Source: an optimization exercise on an open RTL-to-GDS flow (aim: small area and a short achievable clock period). Production flows keep margins and buffers that such runs may drop.
In this exercise RTL edits were held to simulation tests only and were not proved equivalent to the original.
No activity file was given, so power comes from the tool's default toggle rates.

==> flow/design.v, too long to show whole: its modules and the start of the top module <==
// module sdfm_g_ao22: 3 lines
// module sdfm_hreg: 16 lines
// module sdfm_g_inv: 3 lines
// module sdfm_g_nand2: 3 lines
// module sdfm_g_nand3: 3 lines
// module sdfm_g_nand4: 3 lines
// module sdfm_g_nor2: 3 lines
// module sdfm_g_aoi222: 3 lines
// module sdfm_g_aoi22: 3 lines
// module sdfm_g_a21boi: 3 lines
// module sdfm_g_and2: 3 lines
// module sdfm_g_o21a: 3 lines
// module sdfm_read_mux: 885 lines
// module sdfm_regmap: 144 lines
module sdfm_regmap
(
  input  logic                    SYSCLK,
  input  logic                    SYSRSTn,
  input  logic [16-1:0] addr,
  input  logic                    wr,
  input  logic                    rd,
  input  logic [32-1:0]  wdata,
  output logic [32-1:0]  rdata,    
  input  logic [63:0]             filt_data_out,
  input  logic [1:0]              filt_data_update,
  input  logic [63:0]             comp_data_out,
  input  logic [1:0]              comp_data_update,
  input  logic [1:0]              comp_data_low,
  input  logic [1:0]              comp_data_high,
  output logic                    reg_rsten,
  output logic                    reg_clken,
  output logic [15:0]             reg_filtdec,
  output logic [3:0]              reg_filtmode,
  output logic [7:0]              reg_filtdiv,
  output logic [1:0]              reg_filten,
  output logic [1:0]              reg_filtask,
  output logic [3:0]              reg_filtst,
  output logic [9:0]              reg_filtsh,
  output logic [15:0]             reg_compdec,
  output logic [3:0]              reg_compmode,
  output logic [7:0]              reg_compdiv,
  output logic [1:0]              reg_compen,
  output logic [1:0]              reg_compsen,
  output logic [3:0]              reg_compst,
  output logic [1:0]              reg_compilen,
  output logic [1:0]              reg_compihen,
  output logic [1:0]              reg_complclrflg,
  output logic [1:0]              reg_comphclrflg,
  output logic [63:0]             reg_compltrd,
  output logic [63:0]             reg_comphtrd,
  output logic                    irq
);
  // ...
==> flow/flow/run.sh <==
#!/bin/bash
# standard layout with plain buf_1 port buffers and a lighter clock tree
set -euo pipefail
export BUFFER_PORTS_ARGS="-buffer_cell sky130_fd_sc_hd__buf_1"
export CTS_ARGS="-sink_clustering_enable -repair_clock_nets -dont_use_dummy_load -buf_list sky130_fd_sc_hd__clkbuf_8 -sink_clustering_size 16 -sink_clustering_max_diameter 50"
bash standard.sh > standard.log 2>&1
==> flow/standard.sh <==
#!/bin/bash
# synth_recipe.tcl (not shown) runs the flow's synth.tcl, then flattens the netlist and writes it again
# the make line also repeats each setting of config.mk as NAME=value (left out here)
make -C /OpenROAD-flow-scripts/flow DESIGN_CONFIG=/design/flow/config.mk WORK_HOME=/design/flow/orfs CLKGATE_MAP_FILE= SYNTH_SCRIPT=/design/flow/synth_recipe.tcl "${@:-finish}"
==> flow/config.mk <==
export PLATFORM = sky130hd
export DESIGN_NAME = sdfm_regmap
export DESIGN_NICKNAME = sdfm_regmap
export VERILOG_FILES = /design/flow/design.v
export SDC_FILE = /design/flow/constraint.sdc
export NUM_CORES = 4
export LEC_CHECK = 0
export CAP_MARGIN = 20
export CORE_MARGIN = 2
export CORE_UTILIZATION = 40
export SETUP_SLACK_MARGIN = 3.4
export SLEW_MARGIN = 20
export SYNTH_HIERARCHICAL = 1
==> flow/constraint.sdc <==
create_clock -name core_clock -period 8.0 [get_ports {SYSCLK}]
set_input_delay 1.6000 -clock core_clock [delete_from_list [all_inputs] [get_ports {SYSCLK}]]
set_output_delay 1.6000 -clock core_clock [all_outputs]
set_load 0.01 [all_outputs]
==> metrics.md, run 1 <==
| Metric | Value |
|---|---|
| DP HPWL | 41500 um |
| Largest family of logic cells by synthesized area | compound AO/OA/AOI/OAI gates |
| Die span in y | 188 um |
| Kind of critical path | input pin to output port |
| Clock Path Buffers | 3 |
| Logic pwr share | 8.7% |
| Max FO, Critical Path | 8 |
| Clock sinks | 354 |
| #MultiIn Comb | 1026 |
| Commonest non-fill, non-tap cell in the layout | buf_1 |
| Met2 Track Usage GR | 50.8% |
| Cell variety after synth | 30 |
| Post-CTS Setup Bufs | 18 |
| Worst Hold Path EP | g_ch[1].u_fdata.q[4]$_DFF_P_ |
| Gr usage total | roughly 33% |
| Yosys reg bits | 354 |
| Commonest non-fill, non-tap cells in the layout | 413 x buf_1, 358 x nand2_1, 355 x a22o_1 |
| Synthesis Warnings | 17 |
| M1 GR Usage | 42.4% |
| Worst Setup End Kind | output port |
| Critical Path Max Stage Delay | 0.27 ns |
| Share of layout cells above drive strength 1 | 14.7% |
| Mapped Nets | 1615 |
| Number of global-route vias before repair | 13600 |
| Worst Setup SP | addr[5] |
| Status | complete, no violations |
| Final hold slack | 0.469 ns |
| Well tap count | 448 |
| Router iterations before antenna repair | 6 |
| Gr ovfl total | 0 |
| HP Class | flop to flop |
| Met3 global-route usage | under 10% |
| Largest net degree at the start of global routing | 33 |
| Power share of the clock group | 32.7% |
| Register area share after synthesis | 52.6% |
| Global-route wire length before repair | 86800 um |
| # nets final | between 2000 and 2500 |
| Clock transition at the registers of the reported paths | ~0.06 ns |
| Count leader, synth | nand2_1 |
| Complex-gate fraction of the synthesized area | 26.3% |
| Total of clock buffers placed in the layout | 38 |
| Hold path depth | 1 |
| Top FF cell, synth | dfxtp_1 |
| Non-Filler Instances | 2414 |
| Multiplexer share of the synthesized area | 0% |
==> run 2, diff against run 1 <==
--- a/flow/config.mk
+++ b/flow/config.mk
@@ -8,6 +8,6 @@
 export CAP_MARGIN = 20
 export CORE_MARGIN = 2
 export CORE_UTILIZATION = 40
-export SETUP_SLACK_MARGIN = 3.4
+export SETUP_SLACK_MARGIN = 3.6
 export SLEW_MARGIN = 20
 export SYNTH_HIERARCHICAL = 1
==> metrics.md, run 2 <==
| Metric | Value |
|---|---|
| Status | complete, no violations (unchanged) |
| Register area share after synthesis | 52.6% (unchanged) |
| Core area | 33400 um2 (unchanged) |
| Setup slack, reg-to-reg | 6.98 ns (was 6.94 ns) |
| RSZ-0062 raised after global routing | true (unchanged) |
| Power consumption | 3.17 mW (was 3.11 mW) |
| Starting Density | 40.4% (unchanged) |
| Die span in y | 188 um (unchanged) |
| Post-synth top cells | 377 x nand2_1, 355 x a22o_1, 354 x dfxtp_1 (unchanged) |
| Final hold vios | 0 (unchanged) |
| Num CTS Buffers | 40 (was 38) |
| Worst-Margin Slew | 1.14 ns (was 1.11 ns) |
| H-Tree Level Count | 2 (unchanged) |
| FF-to-FF path depth | 3 (unchanged) |
| Total detailed-routing wirelength | 62700 um (was 60700 um) |
| Antenna viol nets, final | 0 (unchanged) |
| Min cycle time layout | 4.51 ns (was 4.61 ns) |
| Router iterations before antenna repair | 8 (was 6) |
| Worst Setup End Kind | output port (unchanged) |
| Drt initial violations | 1309 (was 1197) |
| Design area | 18100 um2 (was 17800 um2) |
| Post-Syn Instances | 1427 (unchanged) |
| DRC viols | 0 (unchanged) |
| Initial antenna violation count | 3 (was 9) |
| Global-route wire length before repair | 90700 um (was 86800 um) |
| GPL Wtd Cong | 0.940 (was 0.866) |
| Pleak | 6.66 nW (was 6.50 nW) |
| Largest net degree at the start of global routing | 33 (unchanged) |
| Post-synthesis async set-or-reset flop share | 0% (unchanged) |
| Power Density | 175 nW/um2 (about the same) |
| Die W | 188 um (unchanged) |
| Multi-input logic area | 7130 um2 (was 7000 um2) |
| Syn avg cell area | 9.44 um2 (unchanged) |
| Max Slew Vio Count | 0 (unchanged) |
| DP HPWL | 42900 um (was 41500 um) |
| Fillers | 3197 (was 3263) |
| Mapped Nets | 1615 (unchanged) |
| Port Buffers | 440 (unchanged) |
| Commonest non-fill, non-tap cell in the layout | buf_1 (unchanged) |
| Clock transition at the registers of the reported paths | 0.05 ns (was 0.06 ns) |
| Dpl ws | 2.57 ns (was 2.56 ns) |
| R2r endpoint | irq$_SDFFE_PN0P_ (was flg_lf[1]$_SDFFE_PN0P_) |
| Final hold slack | 0.468 ns (was 0.469 ns) |
| Clock Path Buffers | 3 (unchanged) |
| CTS tree | built (unchanged) |
| Worst Hold Path EP | g_ch[1].u_cdata.q[28]$_DFF_P_ (was g_ch[1].u_fdata.q[4]$_DFF_P_) |
| Max-Cap Viols | 0 (unchanged) |
| Final worst path period share | 56.3% (was 57.7%) |
| Clk Latency, worst-skew pair | 0.59 ns (was 0.55 ns) |
| Area leader, netlist | dfxtp_1 (unchanged) |
| Reg area | 7090 um2 (unchanged) |
| Number of flops mapped to enable cells by yosys | 0 (unchanged) |
| Die area | 35200 um2 (unchanged) |
| Gr usage total | 34.1% (was 32.6%) |
| Top FF cell, synth | dfxtp_1 (unchanged) |
| Kind of critical path | input pin to output port (unchanged) |
| Clk root buf | clkbuf_8 (unchanged) |
| Post-synth top area share | 52.6% (unchanged) |
| Critical path required time | 6.40 ns (about the same) |
| Final TNS setup | 0 ns (unchanged) |
| Cell variety after synth | 30 (unchanged) |
| Worst slew margin | 23.6% (was 25.7%) |
| # nets final | 2154 (was 2148) |
| Via density | 6.01 (was 5.85) |
| Commonest non-fill, non-tap cells in the layout | 404 x buf_1, 355 x a22o_1, 354 x dfxtp_1 (was 413 x buf_1, 358 x nand2_1, 355 x a22o_1) |
| Clock skew | 0.0312 ns (was 0.0325 ns) |
| Vias | 14500 (was 14100) |
| Wire per inst | 26.0 um (was 25.1 um) |
| HP Class | flop to flop (unchanged) |
| Number of global-route vias before repair | 14000 (was 13600) |
| Hold Crit Start | g_ch[1].u_cdata.q[28]$_DFF_P_ (was g_ch[1].u_fdata.q[4]$_DFF_P_) |
| Gr ovfl total | 0 (unchanged) |
| Yosys reg bits | 354 (unchanged) |
| Max Freq | 222 MHz (was 217 MHz) |
| Hold buffer count at cts | 0 (unchanged) |
| Top post-synthesis cells by area | dfxtp_1 53%, a22o_1 23%, nand2_1 11% (unchanged) |
| Placed inst area | 16000 um2 (about the same) |
| Hold path depth | 1 (unchanged) |
| Post-route setup slack | 3.49 ns (was 3.39 ns) |
| Share of layout cells above drive strength 1 | 16.8% (was 14.7%) |
| CP startpoint kind | input pin (unchanged) |
| # setup viols final | 0 (unchanged) |
| Cell area after synthesis | 13500 um2 (unchanged) |
| Area grow syn2layout | 34.1% (was 31.8%) |
| Launching point of the worst reg2reg path | flg_hf[0]$_SDFFE_PN0P_ (was flg_lf[1]$_SDFFE_PN0P_) |
| Max FO, Critical Path | 5 (was 8) |
| Count leader, synth | nand2_1 (unchanged) |
| Clock sinks | 354 (unchanged) |
| Synthesis Warnings | 17 (unchanged) |
| Crit path arrival time | 2.91 ns (was 3.01 ns) |
| IO Count | 441 (unchanged) |
| Peak VDD IR | 0.114 mV (was 0.123 mV) |
| FP Rows | 67 (unchanged) |
-- run 2: cell counts after synthesis --
Identical to the previous run, type by type.
-- run 2: Yosys stat by module, one instance, submodules excluded, a selection --
module         cells  flip-flops and latches
sdfm_g_nand3       1                       0
sdfm_g_nand2       1                       0
sdfm_g_nand4       1                       0
sdfm_g_inv         1                       0
sdfm_regmap       80                       5
sdfm_g_a21boi      1                       0
sdfm_g_nor2        1                       0
sdfm_g_o21a        1                       0
sdfm_g_ao22        1                       0
-- run 2: critical path, cell delays in order --
cell and delay [ns]:
buf_12 0.11, buf_12 0.16, nand3_4 0.15, nor2_4 0.22, buf_4 0.14, nand2_1 0.05
nand4_1 0.14, nor2_2 0.06, a21boi_2 0.13, buf_2 0.14
-- run 2: layout make-up --
type	instances	area share [%]
Antenna cell	3	0.0416
Multi-Input combinational cell	1026	39.5
Inverter	42	1.47
Tap cell	448	3.10
Timing Repair Buffer	502	13.6
Sequential cell	354	39.2
Clock buffer	40	3.05
-- run 2: per-layer routing --
metal | share of wire [%] | vias to the layer above | GRT usage (%) | wire, um
li1 | - | 6345 | - | -
met1 | 40 | 7086 | 44.6 | 25400
met2 | 45 | 920 | 53.9 | 28100
met3 | 10 | 156 | 7.73 | 6310
met4 | 4.6 | 0 | 15.7 | 2870
met5 | 0 | - | 0 | 0
-- run 2: power by group --
part           switching (mW)  total (mW)  internal [mW]
Sequential             0.0257        1.83           1.80
Combinational           0.188       0.283         0.0949
Clock                   0.612        1.06          0.445
Total                   0.826        3.17           2.34
-- run 2: metrics by stage --
stage	utilization, %	std cells
floorplan	-	1427
global placement	47.9	2332
detailed placement	47.9	2333
CTS	53.3	2400
global route	54.1	2415
finish	54.1	2415
-- run 2: how the worst max path moves through the flow --
| stage | from | to | slack, ns | depth (start not counted) |
|---|---|---|---|---|
| final | addr[4] | rdata[15] | 3.49 | 10 |
| after floorplan | addr[5] | g_ch[1].u_cparm.q[0]$_DFF_P_ | 3.86 | 4 |
| after detailed placement | addr[3] | rdata[5] | 2.57 | 8 |
| after global placement | addr[5] | rdata[2] | 2.16 | 8 |
| after global routing | addr[4] | rdata[5] | 3.45 | 10 |
| after CTS | addr[4] | rdata[8] | 3.52 | 9 |
-- run 2: repair_timing --
action / 4_1_cts / 5_1_grt
gates resized for setup: 274 / 65
buffers inserted: 23 / 12
pin swaps: 81 / 88
gates cloned: 4 / 0
setup endpoints to repair: 32 / 32
-- run 2: cells by family after synthesis --
| logic type | synth area share, % |
|---|---|
| AND/OR/NAND/NOR | 19.7 |
| AO/OA/AOI/OAI | 26.3 |
| flip-flops | 52.6 |
| buffers and inverters | 1.41 |
==> run 3, diff against run 2 <==
--- a/flow/config.mk
+++ b/flow/config.mk
@@ -8,6 +8,6 @@
 export CAP_MARGIN = 20
 export CORE_MARGIN = 2
 export CORE_UTILIZATION = 40
-export SETUP_SLACK_MARGIN = 3.6
+export SETUP_SLACK_MARGIN = 3.3
 export SLEW_MARGIN = 20
 export SYNTH_HIERARCHICAL = 1
==> metrics.md, run 3 <==
| Metric | Value |
|---|---|
| # nets final | 2144 (was 2154) |
| Commonest non-fill, non-tap cell in the layout | buf_1 (unchanged) |
| Core area | 33400 um2 (unchanged) |
| Post-synth top cells | 377 x nand2_1, 355 x a22o_1, 354 x dfxtp_1 (unchanged) |
| Clock Path Buffers | 3 (unchanged) |
| Peak VDD IR | 0.123 mV (was 0.114 mV) |
| Pleak | 6.34 nW (was 6.66 nW) |
| Largest net degree at the start of global routing | 33 (unchanged) |
| GPL Wtd Cong | 0.866 (was 0.940) |
| IO Count | 441 (unchanged) |
| Post-synthesis async set-or-reset flop share | 0% (unchanged) |
| RSZ-0062 raised after global routing | true (unchanged) |
| Most frequent cell on the critical path | buf_1 (was buf_12) |
| H-Tree Level Count | 2 (unchanged) |
| CP startpoint kind | input pin (unchanged) |
| Die area | 35200 um2 (unchanged) |
| Worst path bufs/invs | 5 (was 4) |
| Area grow syn2layout | 30.0% (was 34.1%) |
| Worst-Margin Slew | 1.08 ns (was 1.14 ns) |
| Final TNS setup | 0 ns (unchanged) |
| Max Slew Vio Count | 0 (unchanged) |
| Mapped Nets | 1615 (unchanged) |
| Max-Cap Viols | 0 (unchanged) |
| Power Density | 177 nW/um2 (was 175 nW/um2) |
| Gr usage total | 32.4% (was 34.1%) |
| Global-route wire length before repair | 86400 um (was 90700 um) |
| Min cycle time layout | 4.70 ns (was 4.51 ns) |
| Clk root buf | clkbuf_8 (unchanged) |
| Share of layout cells above drive strength 1 | 12.8% (was 16.8%) |
| Clock skew | 0.0342 ns (was 0.0312 ns) |
| Crit path arrival time | 3.10 ns (was 2.91 ns) |
| Status | complete, no violations (unchanged) |
| CTS tree | built (unchanged) |
| Via density | 5.85 (was 6.01) |
| Critical Path Max Stage Delay | 0.23 ns (was 0.22 ns) |
| Number of flops mapped to enable cells by yosys | 0 (unchanged) |
| Max FO, Critical Path | 19 (was 5) |
| Final hold vios | 0 (unchanged) |
| DP HPWL | 41500 um (was 42900 um) |
| Count leader, synth | nand2_1 (unchanged) |
| Starting Density | 40.4% (unchanged) |
| HP Class | flop to flop (unchanged) |
| Cell variety after synth | 30 (unchanged) |
| Syn avg cell area | 9.44 um2 (unchanged) |
| Post-Place Cells | 2336 (was 2333) |
| Total detailed-routing wirelength | 59800 um (was 62700 um) |
| Final worst path period share | 58.7% (was 56.3%) |
| Gr ovfl total | 0 (unchanged) |
| # setup viols final | 0 (unchanged) |
| Cell area after synthesis | 13500 um2 (unchanged) |
| Wire per inst | 24.8 um (was 26.0 um) |
| Die span in y | 188 um (unchanged) |
| Num CTS Buffers | 38 (was 40) |
| Post-Syn Instances | 1427 (unchanged) |
| Top FF cell, synth | dfxtp_1 (unchanged) |
| Vias | 14100 (was 14500) |
| Critical path required time | 6.40 ns (about the same) |
| DRC viols | 0 (unchanged) |
| Clk Latency, worst-skew pair | 0.55 ns (was 0.59 ns) |
| Worst Setup End Kind | output port (unchanged) |
| Top post-synthesis cells by area | dfxtp_1 53%, a22o_1 23%, nand2_1 11% (unchanged) |
| Synthesis Warnings | 17 (unchanged) |
| Post-synth top area share | 52.6% (unchanged) |
| Initial antenna violation count | 9 (was 3) |
| CP delay by family, top | buffers and inverters (was simple AND/OR/NAND/NOR gates) |
| Router iterations before antenna repair | 5 (was 8) |
| Drt initial violations | 1081 (was 1309) |
| Register area share after synthesis | 52.6% (unchanged) |
| Non-Filler Instances | 2410 (was 2415) |
| Number of global-route vias before repair | 13500 (was 14000) |
| Clock transition at the registers of the reported paths | 0.05 ns (about the same) |
| Max Freq | 213 MHz (was 222 MHz) |
| Kind of critical path | input pin to output port (unchanged) |
| Clock sinks | 354 (unchanged) |
| Power consumption | 3.10 mW (was 3.17 mW) |
| Final hold slack | 0.474 ns (was 0.468 ns) |
| Crit-path slowest cell | buf_12 (was nor2_4) |
| Die W | 188 um (unchanged) |
| Commonest non-fill, non-tap cells in the layout | 422 x buf_1, 365 x nand2_1, 355 x a22o_1 (was 404 x buf_1, 355 x a22o_1, 354 x dfxtp_1) |
| Area leader, netlist | dfxtp_1 (unchanged) |
| Worst slew margin | 27.8% (was 23.6%) |
| Antenna viol nets, final | 0 (unchanged) |
| CP Cell Sequence | buf_1 > buf_12 > clkinvlp_4 > nand3_4 > nor2_4 > buf_4 > nand2_1 > nand4_1 > nor2_1 > a21boi_2 > buf_1 (was buf_12 > buf_12 > nand3_4 > nor2_4 > buf_4 > nand2_1 > nand4_1 > nor2_2 > a21boi_2 > buf_2) |
| Final Core Density | 52.5% (was 54.1%) |
| FP Rows | 67 (unchanged) |
| Port Buffers | 440 (unchanged) |
| Yosys reg bits | 354 (unchanged) |
## run 3: cell counts after synthesis
Identical to the previous run, type by type.
## run 3: timing repair
action,in CTS,in global routing
gates resized for setup,121,72
cloned,0,2
pin swaps,18,26
endpoints found under the setup margin,32,32
setup buffers,15,10
hold buffers,0,0
## run 3: modules after synthesis, one instance, submodules excluded, excerpt
module,copies in the design,cells inside,flops+latches
sdfm_g_nand4,68,1,0
sdfm_g_inv,38,1,0
sdfm_g_a21boi,25,1,0
sdfm_g_ao22,349,1,0
sdfm_g_o21a,7,1,0
sdfm_g_nand2,370,1,0
sdfm_regmap,1,80,5
sdfm_g_nand3,50,1,0
sdfm_g_nor2,91,1,0
## run 3: per-layer routing
layer / GRT usage, % / vias up / share of wire [%]
met3: 8.70 / 123 / 10
met4: 13.4 / 2 / 3.8
met2: 50.7 / 801 / 45
met5: 0 / - / 0.022
li1: - / 6345 / -
met1: 42.5 / 6824 / 41
## run 3: worst register-to-register path, stage by stage (launching register included)
cell and delay [ns]:
dfxtp_1 0.43, nand2_1 0.08, a21oi_1 0.32, a22o_1 0.18
## run 3: final timing paths
| kind | startpoint | to | cells past startpoint | slack [ns] |
|---|---|---|---|---|
| setup / recovery | addr[4] | rdata[14] | 11 | 3.30 |
| hold / removal | g_ch[0].u_fdata.q[20]$_DFF_P_ | g_ch[0].u_fdata.q[20]$_DFF_P_ | 1 | 0.47 |
| setup reg to reg | flg_lf[1]$_SDFFE_PN0P_ | flg_lf[1]$_SDFFE_PN0P_ | 3 | 6.94 |
| hold reg to reg | g_ch[0].u_fdata.q[20]$_DFF_P_ | g_ch[0].u_fdata.q[20]$_DFF_P_ | 1 | 0.47 |
## run 3: stage by stage
| step | setup slack, ns | area (um2) |
|---|---|---|
| 6_report | 3.30 | 17500 |
| 5_1_grt | 3.26 | 17500 |
| 4_1_cts | 3.29 | 17100 |
| 3_5_place_dp | 2.56 | 16000 |
| 3_3_place_gp | 2.69 | 16000 |
| 2_1_floorplan | 3.56 | 13500 |
## run 3: logic make-up after synthesis
kind of cell / synth area share [%]
and+or+nand+nor: 19.7
AOI/OAI and AO/OA: 26.3
DFF: 52.6
buffers and inverters: 1.41
## run 3: power breakdown
part	total, mW	leakage (nW)	internal, mW	switching (mW)
Clock	1.02	0.273	0.424	0.595
Combinational	0.254	3.19	0.0819	0.172
Sequential	1.83	2.88	1.80	0.0243
Total	3.10	6.34	2.31	0.792
## run 3: layout make-up
type | instances | area [um2]
repair buffers | 494 | 2240
flip-flops and latches | 354 | 7090
clock buffers | 38 | 523
well taps | 448 | 561
diodes | 8 | 20.0
multi-input cells | 1026 | 6890
fillers | 3281 | 15900
inverters | 42 | 185

-- afterwards: timing with drivers on the ports --
How much do the figures lean on ideal ports? The routed layouts below were timed once more, with nothing changed but the port constraints. Step 1 assumes that a clkbuf_16 drives the clock port and a buf_2 every other input. Step 2 times the ports against the registers' clock, not the clock port: input delays grow and output delays shrink by t, the midpoint of the rising clock arrivals with the driver on. Slacks: ideal / step 1 / step 2; pairs: ideal / step 1.
| run | t, ns | setup WS [ns] | worst setup path after step 2 | latest minus earliest clock arrival (ns) | worst data-port slew with drivers (ns) |
|---|---|---|---|---|---|
| run 1 | 0.590 | 3.387 / 3.347 / 3.347 | input to output | 0.060 / 0.060 | 0.12 |
| run 2 | 0.605 | 3.494 / 3.420 / 3.420 | input to output | 0.088 / 0.088 | 0.12 |
| run 3 | 0.593 | 3.303 / 3.267 / 3.267 | input to output | 0.060 / 0.059 | 0.12 |
After both steps every run listed still meets setup and hold. The setup slack of run 2, which loses most, moves by -0.074 ns with the drivers and by -0.074 ns with both steps.
